Background: an optimization exercise with open tools, aiming at a short achievable clock period and few clock cycles. Do not read the settings as production practice. Function was checked by simulation only, so behaviour that the tests miss may differ from the original. Power figures rest on the tool's default switching activity, not on a simulated workload.

==> inputs of build 81 <==
// cpuTop
module cpuTop (
  input  logic                   clk,
  input  logic                   reset,
  input  logic [15:0]            instr,     
  input  logic [16-1:0] memRdata,
  output logic [16-1:0]   pc,
  output logic [16-1:0] memAddr,
  output logic [16-1:0] memWdata,
  output logic                   memWrite,
  output logic                   memEn
);
  localparam int S_ADD = 0, S_SUB = 1, S_AND = 2, S_OR = 3, S_XOR = 4, S_NOT = 5,
                 S_MUL = 6, S_SHF = 7, S_LD = 8, S_SCD = 9, S_PASS = 10, NSEL = 11;
  logic [15:0] pcInc, pc2;
  logic        hit1;
  assign pcInc = pc + 16'd1;
  assign pc2   = pc + 16'd2;
  logic [3:0]  rd0, rs0, rd1, rs1;
  logic [7:0]  imm1;
  logic [15:0] simm0, simm1, pcBr0, pcBr1;
  assign rd0   = instr[11:8];
  assign rs0   = instr[3:0];
  assign simm0 = {{8{instr[7]}}, instr[7:0]};
  assign pcBr0 = pc + simm0;
  assign simm1 = {{8{imm1[7]}}, imm1};
  logic [NSEL-1:0] sel0, sel1;
  logic wen0, cf0, lzn0, ld0, st0, ar0, rb0, ua0, ub0, br0, jp0, jal0, jra0, mul0;
  logic wen1, cf1, lzn1, ld1, st1, ar1, rb1, ua1, ub1, br1, jp1, jal1, jra1, mul1;
  logicController u_dec0 (
  ...
==> flow/config.mk <==
export PLATFORM = sky130hd
export DESIGN_NAME = cpuTop
export DESIGN_NICKNAME = cpuTop
export VERILOG_FILES = /design/flow/design.v
export SDC_FILE = /design/flow/constraint.sdc
export NUM_CORES = 4
export LEC_CHECK = 0
export ABC_CLOCK_PERIOD_IN_PS = 4000
export CAP_MARGIN = 20
export CORE_MARGIN = 2
export CORE_UTILIZATION = 40
export SETUP_SLACK_MARGIN = 5
export SLEW_MARGIN = 20
==> flow/constraint.sdc <==
create_clock -name core_clock -period 11.0 [get_ports {clk}]
set_input_delay 2.2000 -clock core_clock [delete_from_list [all_inputs] [get_ports {clk}]]
set_output_delay 2.2000 -clock core_clock [all_outputs]
set_load 0.01 [all_outputs]
standard.sh (not shown) runs the stock make flow with config.mk's settings and CLKGATE_MAP_FILE= SYNTH_SCRIPT=/design/flow/synth_recipe.tcl, a recipe that flattens the netlist after the stock synthesis.
==> flow/flow/run.sh <==
#!/bin/bash
set -euo pipefail
cd "$(dirname "$0")/.."
bash standard.sh \
  "BUFFER_PORTS_ARGS=-buffer_cell sky130_fd_sc_hd__buf_4" \
  SETUP_SLACK_MARGIN=6.5 \
  MATCH_CELL_FOOTPRINT=0 \
  finish > flow_make.log 2>&1
==> build 58: changes against build 81 <==
--- a/flow/design.v
+++ b/flow/design.v
@@ -281,25 +281,28 @@
 module iCache #(
   parameter int IDX = 4,
   parameter int W   = 16
 ) (
   input  logic                 clk,
   input  logic                 reset,
   input  logic [16-1:0] pc,
   input  logic [W-1:0]         fillData,   
+  input  logic [1:0]           step,       
   output logic                 hit,        
   output logic [W-1:0]         lookData
 );
   localparam int N = 1 << IDX;
-  logic [16-1:0]   key;
+  logic [16-1:0]   key, k1, k2;
   logic                   valid [N];
   logic [16-1:IDX] tag   [N];
   logic [W-1:0]           data  [N];
   assign key = pc - 1'b1;
+  assign k1  = pc + 1'b1;
+  assign k2  = pc + 2'd2;
   always_ff @(posedge clk)
   begin
     for (int i = 0; i < N; i++)
     begin
       if (reset)
         valid[i] <= 1'b0;
       else if (key[IDX-1:0] == i[IDX-1:0])
         valid[i] <= 1'b1;
@@ -309,18 +312,27 @@
   begin
     for (int i = 0; i < N; i++)
       if (!reset && key[IDX-1:0] == i[IDX-1:0])
       begin
         tag[i]  <= key[16-1:IDX];
         data[i] <= fillData;
       end
   end
-  assign hit      = valid[pc[IDX-1:0]] && (tag[pc[IDX-1:0]] == pc[16-1:IDX]);
-  assign lookData = data[pc[IDX-1:0]];
+  logic         hit1q, hit2q;
+  logic [W-1:0] data1q, data2q;
+  always_ff @(posedge clk)
+  begin
+    hit1q  <= valid[k1[IDX-1:0]] && (tag[k1[IDX-1:0]] == k1[16-1:IDX]);
+    hit2q  <= valid[k2[IDX-1:0]] && (tag[k2[IDX-1:0]] == k2[16-1:IDX]);
+    data1q <= data[k1[IDX-1:0]];
+    data2q <= data[k2[IDX-1:0]];
+  end
+  assign hit      = (step[0] && hit1q) || (step[1] && hit2q);
+  assign lookData = step[1] ? data2q : data1q;
 endmodule
 `timescale 1ns/10ps
 module cpuTop (
   input  logic                   clk,
   input  logic                   reset,
   input  logic [15:0]            instr,     
   input  logic [16-1:0] memRdata,
   output logic [16-1:0]   pc,
@@ -328,16 +340,17 @@
   output logic [16-1:0] memWdata,
   output logic                   memWrite,
   output logic                   memEn
 );
   localparam int S_ADD = 0, S_SUB = 1, S_AND = 2, S_OR = 3, S_XOR = 4, S_NOT = 5,
                  S_MUL = 6, S_SHF = 7, S_LD = 8, S_SCD = 9, S_PASS = 10, NSEL = 11;
   logic [15:0] pcInc, pc2;
   logic        hit1;
+  logic [1:0]  step;   
   assign pcInc = pc + 16'd1;
   assign pc2   = pc + 16'd2;
   logic [3:0]  rd0, rs0, rd1, rs1;
   logic [7:0]  imm1;
   logic [15:0] simm0, simm1, pcBr0, pcBr1;
   assign rd0   = instr[11:8];
   assign rs0   = instr[3:0];
   assign simm0 = {{8{instr[7]}}, instr[7:0]};
@@ -348,17 +361,17 @@
   logic wen1, cf1, lzn1, ld1, st1, ar1, rb1, ua1, ub1, br1, jp1, jal1, jra1, mul1;
   logicController u_dec0 (
     .instr(instr), .sel(sel0), .wen(wen0), .cf(cf0), .lzn(lzn0), .load(ld0), .store(st0),
     .arith(ar0), .regB(rb0), .useA(ua0), .useB(ub0), .branch(br0), .jump(jp0),
     .jal(jal0), .jra(jra0), .mul(mul0)
   );
   localparam int CW = NSEL + 14 + 4 + 4 + 8 + 16;
   iCache #(.IDX(4), .W(CW)) u_icache (
-    .clk(clk), .reset(reset), .pc(pc),
+    .clk(clk), .reset(reset), .pc(pc), .step(step),
     .fillData({sel0, wen0, cf0, lzn0, ld0, st0, ar0, rb0, ua0, ub0, br0, jp0, jal0, jra0, mul0,
                rd0, rs0, instr[7:0], pcBr0}),
     .hit(hit1),
     .lookData({sel1, wen1, cf1, lzn1, ld1, st1, ar1, rb1, ua1, ub1, br1, jp1, jal1, jra1, mul1,
                rd1, rs1, imm1, pcBr1})
   );
   logic [NSEL-1:0] xSel0, xSel1;
   logic        xWen0, xWen1;        
@@ -512,16 +525,25 @@
   begin
     if (reset)
       pc <= '0;
     else if (!stall)
       pc <= pcNext;
   end
   always_ff @(posedge clk)
   begin
+    if (reset || stall || taken)
+      step <= 2'b00;
+    else if (issue2)
+      step <= {!(jp1 || jra1), 1'b0};
+    else
+      step <= {1'b0, !(jp0 || jra0)};
+  end
+  always_ff @(posedge clk)
+  begin
     if (reset || stall)
     begin   
       xSel0  <= '0;
       xSel1  <= '0;
       xWen0  <= 1'b0;
       xWen1  <= 1'b0;
       xCf    <= 1'b0;
       xLzn   <= 1'b0;
==> flow/flow/run.sh (replaced) <==
#!/bin/bash
set -euo pipefail
cd "$(dirname "$0")/.."
bash standard.sh \
  "BUFFER_PORTS_ARGS=-buffer_cell sky130_fd_sc_hd__buf_4" \
  "PRE_IO_PLACEMENT_TCL=$PWD/flow/io.tcl" \
  SETUP_SLACK_MARGIN=6.5 \
  MATCH_CELL_FOOTPRINT=0 \
  finish > flow_make.log 2>&1
==> flow/flow/io.tcl (new file) <==
# Keep reset and the two memory strobes it gates side by side, so the
# reset -> memEn / memWrite paths stay short.
set_io_pin_constraint -group -order -pin_names {memEn reset memWrite}
==> flow_metrics.env <==
export IMPL_antenna_found_initial=81
export IMPL_die_w_um=491
export IMPL_regArea_um2=42400
export IMPL_buf_share=0.0620
export IMPL_combPwrFrac=0.396
export IMPL_clockPowerShare=0.265
export IMPL_crit_start="reset"
export IMPL_slowest_stage="buf_16"
export IMPL_critical_path_max_stage_delay_ps=120
export IMPL_taps=3150
export IMPL_status="finished clean"
export IMPL_wl_met1_mm=215
export IMPL_synth_compound_area_frac=0.251
export IMPL_nNetsFinal=10300
export IMPL_grt_first_pass_wirelength_mm=808
export IMPL_ys_top_cells_by_area="edfxtp_1 (31%), dfxtp_1 (14%), a22oi_1 (5.4%)"
export IMPL_diodes=72
export IMPL_synthXorXnorAreaFrac=0.0216
(the above is from build 58)
==> flow_metrics.env <==
export IMPL_taps=2854
export IMPL_critical_path_max_stage_delay_ps=620
export IMPL_grt_first_pass_wirelength_mm=677
export IMPL_drc=0
export IMPL_ys_top_cells_by_area="edfxtp_1 (34%), dfxtp_1 (13%), nor2_1 (3.4%)"
export IMPL_wl_met1_mm=193
export IMPL_rsz0062_at_grt="yes"
export IMPL_synthXorXnorAreaFrac=0.0216
export IMPL_diodes=10
export IMPL_status="finished clean"
export IMPL_buf_share=0.0951
export IMPL_track_usage=0.441
export IMPL_synth_compound_area_frac=0.232
export IMPL_synthMuxAreaShare=0.0541
export IMPL_antenna_found_initial=32
export IMPL_crit_start="pc[0]$_SDFFE_PP0P_"
export IMPL_regArea_um2=40300
(the above is from build 81)
Testbench counts of build 81, summed over its fixed seeds: cycles 92,551.
Testbench counts of build 58, summed over its fixed seeds: cycles 94,376.

==> inputs of juniper <==
==> flow/design.v <==
package isaPkg;
  typedef enum logic [3:0] {
    RTYPE  = 4'b0000,   
    ANDI   = 4'b0001,
    ORI    = 4'b0010,
    XORI   = 4'b0011,
    SCOND  = 4'b0100,   
    ADDI   = 4'b0101,
    JRA    = 4'b0110,   
    LOAD   = 4'b0111,
    RTYPE2 = 4'b1000,   
    SUBI   = 4'b1001,
    STR    = 4'b1010,
    CMPI   = 4'b1011,
    BCOND  = 4'b1100,
    J      = 4'b1101,
    MULTI  = 4'b1110,
    JAL    = 4'b1111
  } opCodeE;
  typedef enum logic [3:0] {
    AND  = 4'b0001,
    OR   = 4'b0010,
    XOR  = 4'b0011,
    NOT  = 4'b0100,
    ADD  = 4'b0101,
    ADDU = 4'b0110,   
    SUB  = 4'b1001,
    CMP  = 4'b1011,
    MULT = 4'b1110
  } functCodeE;
  parameter functCodeE LSH  = functCodeE'(4'b0100);   
  parameter functCodeE LSHI = functCodeE'(4'b0000);   
  parameter functCodeE ASH  = functCodeE'(4'b0110);
  parameter functCodeE ASHI = functCodeE'(4'b0011);   
  typedef enum logic [3:0] {
    EQ = 4'd0, NE = 4'd1, CS = 4'd2, CC = 4'd3, HI = 4'd4,
    LS = 4'd5, GT = 4'd6, LE = 4'd7, FS = 4'd8, FC = 4'd9,
    UC = 4'd14   
  } condCodeE;
  typedef struct packed {
    opCodeE     opCode;
    logic [3:0] rDest;   
    functCodeE  funct;
    logic [3:0] rSrc;
  } rFormT;
  typedef struct packed {
    opCodeE     opCode;
    logic [3:0] rDest;
    logic [7:0] imm;     
  } iFormT;
  typedef union packed {
    rFormT rView;
    iFormT iView;
  } instrWord;
endpackage
package ctrlPkg;
  typedef enum logic [2:0] {
    ALU_ADD  = 3'b000,
    ALU_SUB  = 3'b001,
    ALU_OR   = 3'b010,
    ALU_AND  = 3'b011,
    ALU_XOR  = 3'b100,
    ALU_NOT  = 3'b101,
    ALU_MULT = 3'b110,
    ALU_CMP  = 3'b111
  } aluOpE;
  typedef struct packed {
    logic  branch;       
    logic  jump;         
    logic  jumpRa;       
    logic  cfWrite;      
    logic  lznWrite;     
    logic  wbPsr;        
    logic  rtSrcReg;     
    logic  wbSrc;        
    logic  memSrc;       
    logic  shiftSrc;     
    logic  aluSrcB;      
    logic  regWriteEn;
    logic  raWrite;      
    logic  shiftType;    
    logic  memWrite;
    logic  enRam;        
    aluOpE aluOp;
  } ctrlSignals;
  typedef struct packed {
    logic c;   
    logic l;   
    logic f;   
    logic z;
    logic n;   
  } psrFlags;
endpackage
`timescale 1ns/10ps
module regFile (
  input  logic                          clk,
  input  logic                          reset,
  input  logic [$clog2(16)-1:0] rdAddrA,
  input  logic [$clog2(16)-1:0] rdAddrB,
  input  logic [$clog2(16)-1:0] wrAddr,
  input  logic                          wrEn,
  input  logic [16-1:0]        wrData,
  output logic [16-1:0]        rdA,
  output logic [16-1:0]        rdB,
  output logic [16-1:0]        rdLink   
);
  logic [16-1:0] regs [16];
  assign rdA = regs[rdAddrA];   
  assign rdB = regs[rdAddrB];
  assign rdLink = regs[15];
  always_ff @(posedge clk)
  begin
    if (reset)
    begin
      for (int i = 0; i < 16; i++)
        regs[i] <= '0;
    end
    else if (wrEn)
      regs[wrAddr] <= wrData;
  end
endmodule
`timescale 1ns/10ps
module shiftUnit (
  input  logic [16-1:0] src,      
  input  logic signed [4:0]      amount,   
  input  logic                   arith,    
  output logic [16-1:0] result
);
  logic [4:0] mag;   
  assign mag = -amount;
  always_comb
  begin
    if (!amount[4])
      result = src << amount[3:0];
    else if (arith)
      result = $signed(src) >>> mag;
    else
      result = src >> mag;   
  end
endmodule
`timescale 1ns/10ps
module cpuTop (
  input  logic                   clk,
  input  logic                   reset,
  input  logic [15:0]            instr,     
  input  logic [16-1:0] memRdata,
  output logic [16-1:0]   pc,
  output logic [16-1:0] memAddr,
  output logic [16-1:0] memWdata,
  output logic                   memWrite,
  output logic                   memEn
);
  localparam int S_ADD = 0, S_SUB = 1, S_AND = 2, S_OR = 3, S_XOR = 4, S_NOT = 5,
                 S_MUL = 6, S_SHF = 7, S_LD = 8, S_SCD = 9, S_PASS = 10, NSEL = 11;
  logic [3:0]  op, rd, fn, rs;
  logic [15:0] simm;
  assign op   = instr[15:12];
  assign rd   = instr[11:8];
  assign fn   = instr[7:4];
  assign rs   = instr[3:0];
  assign simm = {{8{instr[7]}}, instr[7:0]};
  logic [NSEL-1:0] dSel;
  logic        dWen, dCf, dLzn, dLoad, dStore, dArith, dRegB, dUseA, dUseB;
  logic        dBranch, dJump, dJal, dJra;
  always_comb
  begin
    dSel    = '0;
    dWen    = 1'b0;
    dCf     = 1'b0;
    dLzn    = 1'b0;
    dLoad   = 1'b0;
    dStore  = 1'b0;
    dArith  = 1'b0;
    dRegB   = 1'b0;   
    dUseA   = 1'b0;
    dUseB   = 1'b0;
    dBranch = 1'b0;
    dJump   = 1'b0;
    dJal    = 1'b0;
    dJra    = 1'b0;
    case (op)
      4'd0:   
      begin
        dRegB = 1'b1;
        dUseA = 1'b1;
        dUseB = 1'b1;
        dWen  = 1'b1;
        case (fn)
          4'd1:  dSel[S_AND] = 1'b1;
          4'd2:  dSel[S_OR]  = 1'b1;
          4'd3:  dSel[S_XOR] = 1'b1;
          4'd4:  dSel[S_NOT] = 1'b1;
          4'd6:  dSel[S_ADD] = 1'b1;
          4'd9:  begin dSel[S_SUB] = 1'b1; dCf = 1'b1; end
          4'd11: begin dWen = 1'b0; dLzn = 1'b1; end
          4'd14: dSel[S_MUL] = 1'b1;
          default: begin dSel[S_ADD] = 1'b1; dCf = 1'b1; end
        endcase
      end
      4'd1:  begin dSel[S_AND] = 1'b1; dWen = 1'b1; dUseA = 1'b1; end
      4'd2:  begin dSel[S_OR]  = 1'b1; dWen = 1'b1; dUseA = 1'b1; end
      4'd3:  begin dSel[S_XOR] = 1'b1; dWen = 1'b1; dUseA = 1'b1; end
      4'd4:  begin dSel[S_SCD] = 1'b1; dWen = 1'b1; end
      4'd5:  begin dSel[S_ADD] = 1'b1; dWen = 1'b1; dUseA = 1'b1; dCf = 1'b1; end
      4'd6:  dJra = 1'b1;
      4'd7:  begin dSel[S_LD] = 1'b1; dWen = 1'b1; dLoad = 1'b1; dRegB = 1'b1; dUseB = 1'b1; end
      4'd8:   
      begin
        dSel[S_SHF] = 1'b1;
        dWen   = 1'b1;
        dUseA  = 1'b1;
        dRegB  = (fn[3:2] != 2'b00);   
        dUseB  = (fn[3:2] != 2'b00);
        dArith = (fn == 4'b0110) || (fn[3:1] == 3'b001);
      end
      4'd9:  begin dSel[S_SUB] = 1'b1; dWen = 1'b1; dUseA = 1'b1; dCf = 1'b1; end
      4'd10: begin dStore = 1'b1; dRegB = 1'b1; dUseA = 1'b1; dUseB = 1'b1; end
      4'd11: begin dLzn = 1'b1; dUseA = 1'b1; end
      4'd12: dBranch = 1'b1;
      4'd13: begin dJump = 1'b1; end
      4'd14: begin dSel[S_MUL] = 1'b1; dWen = 1'b1; dUseA = 1'b1; end
      4'd15: begin dJump = 1'b1; dJal = 1'b1; dSel[S_PASS] = 1'b1; dWen = 1'b1; end
      default: ;
    endcase
  end
  logic [15:0] rA, rB, r15;
  logic        wEn;
  logic [3:0]  wAddr;
  logic [15:0] wData;
  regFile u_regs (
    .clk(clk), .reset(reset),
    .rdAddrA(rd), .rdAddrB(rs),
    .wrAddr(wAddr), .wrEn(wEn), .wrData(wData),
    .rdA(rA), .rdB(rB), .rdLink(r15)
  );
  logic [NSEL-1:0] xSel;
  logic        xWen, xCf, xLzn, xLoad, xStore, xArith;
  logic        xFwdA, xFwdB;
  logic [3:0]  xDst, xCond;
  logic [15:0] xA, xB;        
  logic [15:0] lastRes;       
  logic [4:0]  flags;         
  logic        fC, fL, fF, fZ, fN;
  assign {fC, fL, fF, fZ, fN} = flags;
  logic [15:0] opA, opB;
  assign opA = xFwdA ? lastRes : xA;
  assign opB = xFwdB ? lastRes : xB;
  logic [16:0] sum, diff;
  logic [15:0] prod, shf;
  logic        nC, nF, nZ, nL, nN;
  logic        xSub;
  assign sum  = {1'b0, opA} + {1'b0, opB};
  assign diff = {1'b0, opA} - {1'b0, opB};
  assign prod = opA * opB;
  assign xSub = xSel[S_SUB];
  shiftUnit u_shift (.src(opA), .amount(opB[4:0]), .arith(xArith), .result(shf));
  assign nC = xSub ? diff[16] : sum[16];
  assign nF = xSub ? ((opA[15] != opB[15]) && (diff[15] != opA[15]))
                   : ((opA[15] == opB[15]) && (sum[15] != opA[15]));
  assign nZ = (opA == opB);
  assign nL = diff[16];                          
  assign nN = ($signed(opB) > $signed(opA));
  function automatic logic condOf(input logic [3:0] k, input logic c, input logic l,
                                  input logic f, input logic z, input logic n);
    case (k)
      4'd0:  condOf = z;
      4'd1:  condOf = !z;
      4'd2:  condOf = c;
      4'd3:  condOf = !c;
      4'd4:  condOf = l;
      4'd5:  condOf = !l;
      4'd6:  condOf = n;
      4'd7:  condOf = !n;
      4'd8:  condOf = f;
      4'd9:  condOf = !f;
      4'd14: condOf = 1'b1;
      default: condOf = 1'b0;
    endcase
  endfunction
  logic        xCondTrue;
  assign xCondTrue = condOf(xCond, fC, fL, fF, fZ, fN);
  logic [15:0] fastRes, xRes;
  always_comb
  begin
    fastRes = '0;
    if (xSel[S_ADD])  fastRes = fastRes | sum[15:0];
    if (xSel[S_SUB])  fastRes = fastRes | diff[15:0];
    if (xSel[S_AND])  fastRes = fastRes | (opA & opB);
    if (xSel[S_OR])   fastRes = fastRes | (opA | opB);
    if (xSel[S_XOR])  fastRes = fastRes | (opA ^ opB);
    if (xSel[S_NOT])  fastRes = fastRes | ~opB;
    if (xSel[S_SHF])  fastRes = fastRes | shf;
    if (xSel[S_LD])   fastRes = fastRes | memRdata;
    if (xSel[S_SCD])  fastRes = fastRes | {15'b0, xCondTrue};
    if (xSel[S_PASS]) fastRes = fastRes | xA;   
  end
  assign xRes = xSel[S_MUL] ? prod : fastRes;
  assign wEn   = xWen && !reset;
  assign wAddr = xDst;
  assign wData = xRes;
  assign memAddr  = opB;
  assign memWdata = opA;
  assign memEn    = (xLoad || xStore) && !reset;
  assign memWrite = xStore && !reset;
  logic eC, eL, eF, eZ, eN, dCondTrue;
  assign eC = xCf  ? nC : fC;
  assign eF = xCf  ? nF : fF;
  assign eL = xLzn ? nL : fL;
  assign eZ = xLzn ? nZ : fZ;
  assign eN = xLzn ? nN : fN;
  assign dCondTrue = condOf(rd, eC, eL, eF, eZ, eN);
  logic        hitB, hitL, stall;
  logic [15:0] jTarget, rTarget, pcNext, pcInc;
  assign hitB  = xWen && (xDst == rs);
  assign hitL  = xWen && (xDst == 4'd15);
  assign stall = xSel[S_MUL] && ((dJump && hitB) || (dJra && hitL));
  assign jTarget = hitB ? fastRes : rB;
  assign rTarget = hitL ? fastRes : r15;
  assign pcInc   = pc + 16'd1;
  always_comb
  begin
    if (dBranch && dCondTrue)
      pcNext = pc + simm;
    else if (dJump)
      pcNext = jTarget;
    else if (dJra)
      pcNext = rTarget;
    else
      pcNext = pcInc;
  end
  always_ff @(posedge clk)
  begin
    if (reset)
      pc <= '0;
    else if (!stall)
      pc <= pcNext;
  end
  always_ff @(posedge clk)
  begin
    if (reset)
    begin
      xSel   <= '0;
      xWen   <= 1'b0;
      xCf    <= 1'b0;
      xLzn   <= 1'b0;
      xLoad  <= 1'b0;
      xStore <= 1'b0;
      xFwdA  <= 1'b0;
      xFwdB  <= 1'b0;
    end
    else if (stall)
    begin   
      xSel   <= '0;
      xWen   <= 1'b0;
      xCf    <= 1'b0;
      xLzn   <= 1'b0;
      xLoad  <= 1'b0;
      xStore <= 1'b0;
      xFwdA  <= 1'b0;
      xFwdB  <= 1'b0;
    end
    else
    begin
      xSel   <= dSel;
      xWen   <= dWen;
      xCf    <= dCf;
      xLzn   <= dLzn;
      xLoad  <= dLoad;
      xStore <= dStore;
      xFwdA  <= dUseA && xWen && (xDst == rd);
      xFwdB  <= dUseB && hitB;
    end
  end
  always_ff @(posedge clk)
  begin
    xArith  <= dArith;
    xDst    <= dJal ? 4'd15 : rd;
    xCond   <= rd;
    xA      <= dJal ? pcInc : rA;
    xB      <= dRegB ? rB : simm;
    lastRes <= xRes;
  end
  always_ff @(posedge clk)
  begin
    if (reset)
      flags <= '0;
    else
    begin
      if (xCf)
      begin
        flags[4] <= nC;
        flags[2] <= nF;
      end
      if (xLzn)
      begin
        flags[3] <= nL;
        flags[1] <= nZ;
        flags[0] <= nN;
      end
    end
  end
endmodule
==> flow/run.sh <==
#!/bin/bash
# synth_recipe.tcl (not shown) runs the flow's synth.tcl, then flattens the netlist and writes it again
# the make line also repeats each setting of config.mk as NAME=value (left out here)
make -C /OpenROAD-flow-scripts/flow DESIGN_CONFIG=/design/flow/config.mk WORK_HOME=/design/flow/orfs CLKGATE_MAP_FILE= SYNTH_SCRIPT=/design/flow/synth_recipe.tcl finish
==> flow/config.mk <==
export PLATFORM = sky130hd
export DESIGN_NAME = cpuTop
export DESIGN_NICKNAME = cpuTop
export VERILOG_FILES = /design/flow/design.v
export SDC_FILE = /design/flow/constraint.sdc
export NUM_CORES = 4
export LEC_CHECK = 0
export CAP_MARGIN = 20
export CORE_MARGIN = 2
export CORE_UTILIZATION = 40
export SLEW_MARGIN = 20
==> flow/constraint.sdc <==
create_clock -name core_clock -period 11.0 [get_ports {clk}]
set_input_delay 2.2000 -clock core_clock [delete_from_list [all_inputs] [get_ports {clk}]]
set_output_delay 2.2000 -clock core_clock [all_outputs]
set_load 0.01 [all_outputs]
==> raven: changes against juniper <==
--- a/flow/design.v
+++ b/flow/design.v
@@ -101,4 +101,7 @@
   input  logic                          wrEn,
   input  logic [16-1:0]        wrData,
+  input  logic [$clog2(16)-1:0] wrAddr2,
+  input  logic                          wrEn2,
+  input  logic [16-1:0]        wrData2,
   output logic [16-1:0]        rdA,
   output logic [16-1:0]        rdB,
@@ -106,6 +109,6 @@
 );
   logic [16-1:0] regs [16];
-  assign rdA = regs[rdAddrA];   
-  assign rdB = regs[rdAddrB];
+  assign rdA    = regs[rdAddrA];   
+  assign rdB    = regs[rdAddrB];
   assign rdLink = regs[15];
   always_ff @(posedge clk)
@@ -116,6 +119,12 @@
         regs[i] <= '0;
     end
-    else if (wrEn)
-      regs[wrAddr] <= wrData;
+    else
+    begin
+      for (int i = 0; i < 16; i++)
+        if (wrEn && wrAddr == i[$clog2(16)-1:0])
+          regs[i] <= wrData;
+        else if (wrEn2 && wrAddr2 == i[$clog2(16)-1:0])
+          regs[i] <= wrData2;
+    end
   end
 endmodule
@@ -218,5 +227,5 @@
       4'd11: begin dLzn = 1'b1; dUseA = 1'b1; end
       4'd12: dBranch = 1'b1;
-      4'd13: begin dJump = 1'b1; end
+      4'd13: dJump = 1'b1;
       4'd14: begin dSel[S_MUL] = 1'b1; dWen = 1'b1; dUseA = 1'b1; end
       4'd15: begin dJump = 1'b1; dJal = 1'b1; dSel[S_PASS] = 1'b1; dWen = 1'b1; end
@@ -225,33 +234,33 @@
   end
   logic [15:0] rA, rB, r15;
-  logic        wEn;
-  logic [3:0]  wAddr;
-  logic [15:0] wData;
+  logic        wEn, mwEn;
+  logic [15:0] xRes, prod;
+  logic [NSEL-1:0] xSel;
+  logic        xWen, xCf, xLzn, xLoad, xStore, xArith;
+  logic [3:0]  xDst, xCond;
+  logic [15:0] xA, xB;         
+  logic        mV;             
+  logic [3:0]  mDst;
   regFile u_regs (
     .clk(clk), .reset(reset),
     .rdAddrA(rd), .rdAddrB(rs),
-    .wrAddr(wAddr), .wrEn(wEn), .wrData(wData),
+    .wrAddr(xDst), .wrEn(wEn), .wrData(xRes),
+    .wrAddr2(mDst), .wrEn2(mwEn), .wrData2(prod),
     .rdA(rA), .rdB(rB), .rdLink(r15)
   );
-  logic [NSEL-1:0] xSel;
-  logic        xWen, xCf, xLzn, xLoad, xStore, xArith;
-  logic        xFwdA, xFwdB;
-  logic [3:0]  xDst, xCond;
-  logic [15:0] xA, xB;        
-  logic [15:0] lastRes;       
   logic [4:0]  flags;         
   logic        fC, fL, fF, fZ, fN;
   assign {fC, fL, fF, fZ, fN} = flags;
   logic [15:0] opA, opB;
-  assign opA = xFwdA ? lastRes : xA;
-  assign opB = xFwdB ? lastRes : xB;
+  assign opA = xA;
+  assign opB = xB;
   logic [16:0] sum, diff;
-  logic [15:0] prod, shf;
+  logic [15:0] shf;
   logic        nC, nF, nZ, nL, nN;
-  logic        xSub;
+  logic        xSub, xMul;
   assign sum  = {1'b0, opA} + {1'b0, opB};
   assign diff = {1'b0, opA} - {1'b0, opB};
-  assign prod = opA * opB;
   assign xSub = xSel[S_SUB];
+  assign xMul = xSel[S_MUL];
   shiftUnit u_shift (.src(opA), .amount(opB[4:0]), .arith(xArith), .result(shf));
   assign nC = xSub ? diff[16] : sum[16];
@@ -279,28 +288,37 @@
   endfunction
   logic        xCondTrue;
-  assign xCondTrue = condOf(xCond, fC, fL, fF, fZ, fN);
-  logic [15:0] fastRes, xRes;
+  assign xCondTrue = condOf(xCond, fC, fL, fF, fZ, fN);   
   always_comb
   begin
-    fastRes = '0;
-    if (xSel[S_ADD])  fastRes = fastRes | sum[15:0];
-    if (xSel[S_SUB])  fastRes = fastRes | diff[15:0];
-    if (xSel[S_AND])  fastRes = fastRes | (opA & opB);
-    if (xSel[S_OR])   fastRes = fastRes | (opA | opB);
-    if (xSel[S_XOR])  fastRes = fastRes | (opA ^ opB);
-    if (xSel[S_NOT])  fastRes = fastRes | ~opB;
-    if (xSel[S_SHF])  fastRes = fastRes | shf;
-    if (xSel[S_LD])   fastRes = fastRes | memRdata;
-    if (xSel[S_SCD])  fastRes = fastRes | {15'b0, xCondTrue};
-    if (xSel[S_PASS]) fastRes = fastRes | xA;   
+    xRes = '0;
+    if (xSel[S_ADD])  xRes = xRes | sum[15:0];
+    if (xSel[S_SUB])  xRes = xRes | diff[15:0];
+    if (xSel[S_AND])  xRes = xRes | (opA & opB);
+    if (xSel[S_OR])   xRes = xRes | (opA | opB);
+    if (xSel[S_XOR])  xRes = xRes | (opA ^ opB);
+    if (xSel[S_NOT])  xRes = xRes | ~opB;
+    if (xSel[S_SHF])  xRes = xRes | shf;
+    if (xSel[S_LD])   xRes = xRes | memRdata;
+    if (xSel[S_SCD])  xRes = xRes | {15'b0, xCondTrue};
+    if (xSel[S_PASS]) xRes = xRes | xA;   
   end
-  assign xRes = xSel[S_MUL] ? prod : fastRes;
-  assign wEn   = xWen && !reset;
-  assign wAddr = xDst;
-  assign wData = xRes;
+  assign wEn = xWen && !xMul && !reset;
   assign memAddr  = opB;
   assign memWdata = opA;
   assign memEn    = (xLoad || xStore) && !reset;
   assign memWrite = xStore && !reset;
+  logic [15:0] pp0;
+  logic [11:0] pp1;
+  logic [7:0]  pp2;
+  logic [3:0]  pp3;
+  always_ff @(posedge clk)
+  begin
+    pp0 <= opA * opB[3:0];
+    pp1 <= opA[11:0] * opB[7:4];
+    pp2 <= opA[7:0] * opB[11:8];
+    pp3 <= opA[3:0] * opB[15:12];
+  end
+  assign prod = pp0 + {pp1, 4'b0} + {pp2, 8'b0} + {pp3, 12'b0};
+  assign mwEn = mV && !(xWen && !xMul && (xDst == mDst)) && !reset;
   logic eC, eL, eF, eZ, eN, dCondTrue;
   assign eC = xCf  ? nC : fC;
@@ -310,23 +328,28 @@
   assign eN = xLzn ? nN : fN;
   assign dCondTrue = condOf(rd, eC, eL, eF, eZ, eN);
-  logic        hitB, hitL, stall;
-  logic [15:0] jTarget, rTarget, pcNext, pcInc;
-  assign hitB  = xWen && (xDst == rs);
-  assign hitL  = xWen && (xDst == 4'd15);
-  assign stall = xSel[S_MUL] && ((dJump && hitB) || (dJra && hitL));
-  assign jTarget = hitB ? fastRes : rB;
-  assign rTarget = hitL ? fastRes : r15;
-  assign pcInc   = pc + 16'd1;
+  logic        xwA, xwB, xwL, mwA, mwB, mwL, stall;
+  logic [15:0] aVal, bVal, lVal, pcNext, pcInc, pcBr, pcSeq;
+  assign xwA = xWen && (xDst == rd);
+  assign xwB = xWen && (xDst == rs);
+  assign xwL = xWen && (xDst == 4'd15);
+  assign mwA = mV && (mDst == rd);
+  assign mwB = mV && (mDst == rs);
+  assign mwL = mV && (mDst == 4'd15);
+  assign stall = xMul && ((dUseA && xwA) || ((dUseB || dJump) && xwB) || (dJra && xwL));
+  assign aVal  = xwA ? xRes : mwA ? prod : rA;
+  assign bVal  = xwB ? xRes : mwB ? prod : rB;
+  assign lVal  = xwL ? xRes : mwL ? prod : r15;
+  assign pcInc = pc + 16'd1;
+  assign pcBr  = pc + simm;
   always_comb
   begin
-    if (dBranch && dCondTrue)
-      pcNext = pc + simm;
-    else if (dJump)
-      pcNext = jTarget;
+    if (dJump)
+      pcSeq = bVal;
     else if (dJra)
-      pcNext = rTarget;
+      pcSeq = lVal;
     else
-      pcNext = pcInc;
+      pcSeq = pcInc;
   end
+  assign pcNext = (dBranch && dCondTrue) ? pcBr : pcSeq;
   always_ff @(posedge clk)
   begin
@@ -338,16 +361,5 @@
   always_ff @(posedge clk)
   begin
-    if (reset)
-    begin
-      xSel   <= '0;
-      xWen   <= 1'b0;
-      xCf    <= 1'b0;
-      xLzn   <= 1'b0;
-      xLoad  <= 1'b0;
-      xStore <= 1'b0;
-      xFwdA  <= 1'b0;
-      xFwdB  <= 1'b0;
-    end
-    else if (stall)
+    if (reset || stall)
     begin   
       xSel   <= '0;
@@ -357,6 +369,4 @@
       xLoad  <= 1'b0;
       xStore <= 1'b0;
-      xFwdA  <= 1'b0;
-      xFwdB  <= 1'b0;
     end
     else
@@ -368,16 +378,21 @@
       xLoad  <= dLoad;
       xStore <= dStore;
-      xFwdA  <= dUseA && xWen && (xDst == rd);
-      xFwdB  <= dUseB && hitB;
     end
   end
   always_ff @(posedge clk)
   begin
+    if (reset)
+      mV <= 1'b0;
+    else
+      mV <= xMul;
+  end
+  always_ff @(posedge clk)
+  begin
     xArith  <= dArith;
     xDst    <= dJal ? 4'd15 : rd;
     xCond   <= rd;
-    xA      <= dJal ? pcInc : rA;
-    xB      <= dRegB ? rB : simm;
-    lastRes <= xRes;
+    xA      <= dJal ? pcInc : aVal;
+    xB      <= dRegB ? bVal : simm;
+    mDst    <= xDst;
   end
   always_ff @(posedge clk)
==> flow/flow/run.sh (new file) <==
#!/bin/bash
set -euo pipefail
cd "$(dirname "$0")/.."
bash standard.sh \
  "BUFFER_PORTS_ARGS=-buffer_cell sky130_fd_sc_hd__buf_4" \
  SETUP_SLACK_MARGIN=6.5 \
  MATCH_CELL_FOOTPRINT=0 \
  finish > flow_make.log 2>&1
==> flow/standard.sh (new file) <==
#!/bin/bash
# synth_recipe.tcl (not shown) runs the flow's synth.tcl, then flattens the netlist and writes it again
# the make line also repeats each setting of config.mk as NAME=value (left out here)
make -C /OpenROAD-flow-scripts/flow DESIGN_CONFIG=/design/flow/config.mk WORK_HOME=/design/flow/orfs CLKGATE_MAP_FILE= SYNTH_SCRIPT=/design/flow/synth_recipe.tcl "${@:-finish}"
- ABC_CLOCK_PERIOD_IN_PS: not set -> 4000
- SETUP_SLACK_MARGIN: not set -> 5
removed: flow/run.sh
==> qor summary <==
item	raven	juniper
Status	finished clean	finished clean
Complex-gate fraction of the synthesized area	30.6%	12.0%
Global-route met2 utilization	55.3%	48.3%
Number of ordinary and repair buffers in the finished layout	250	157
Number of buffers and inverters on the critical path	2	8
Via count of the first global-routing pass	29600	22600
Terminating pin of the worst hold path	u_regs.regs[10][3]$_SDFFE_PP0P_	xFwdA$_SDFF_PP0_
Power Total	4640 uW	5340 uW
Leakage	0.0122 uW	0.0115 uW
Fmax	0.211 GHz	0.133 GHz
Worst path required time	8.80 ns	11.25 ns
Initial Utilization	40.3%	40.4%
Net switching power figure	1760 uW	2160 uW
Launch instance of the worst min-delay path	u_regs.regs[10][3]$_SDFFE_PP0P_	xWen$_SDFF_PP0_
Testbench counts of juniper, summed over its fixed seeds: cycles 104,566.
Testbench counts of raven, summed over its fixed seeds: cycles 104,901.

afterwards: timing with drivers on the ports:
Ports are ideal in the flow. The routed layouts listed here were re-timed in OpenROAD. Step 1, drivers: a clkbuf_16 drives clk and a buf_2 each remaining input, both assumed. Step 2 times the ports against the registers' clock, not the clock port: input delays grow and output delays shrink by t, the midpoint of the rising clock arrivals with the driver on. Slacks: ideal ports / drivers / drivers and shift; pairs: ideal ports / drivers.
| run | shift t [ns] | setup slack, ns | worst setup path after step 2 | worst register clock-pin slew, ns |
|---|---|---|---|---|
| build 81 | 0.952 | 6.032 / 5.798 / 5.106 | input to register | 0.08 / 0.08 |
| build 58 | 0.974 | 6.278 / 5.897 / 5.027 | input to register | 0.08 / 0.08 |
| juniper | 0.599 | 3.476 / 3.476 / 3.476 | register to register | 0.06 / 0.06 |
| raven | 0.655 | 6.271 / 6.003 / 5.780 | input to register | 0.07 / 0.07 |
After both steps every run listed still meets setup and hold. The setup slack of build 58, which loses most, moves by -0.381 ns with the drivers and by -1.251 ns with both steps.
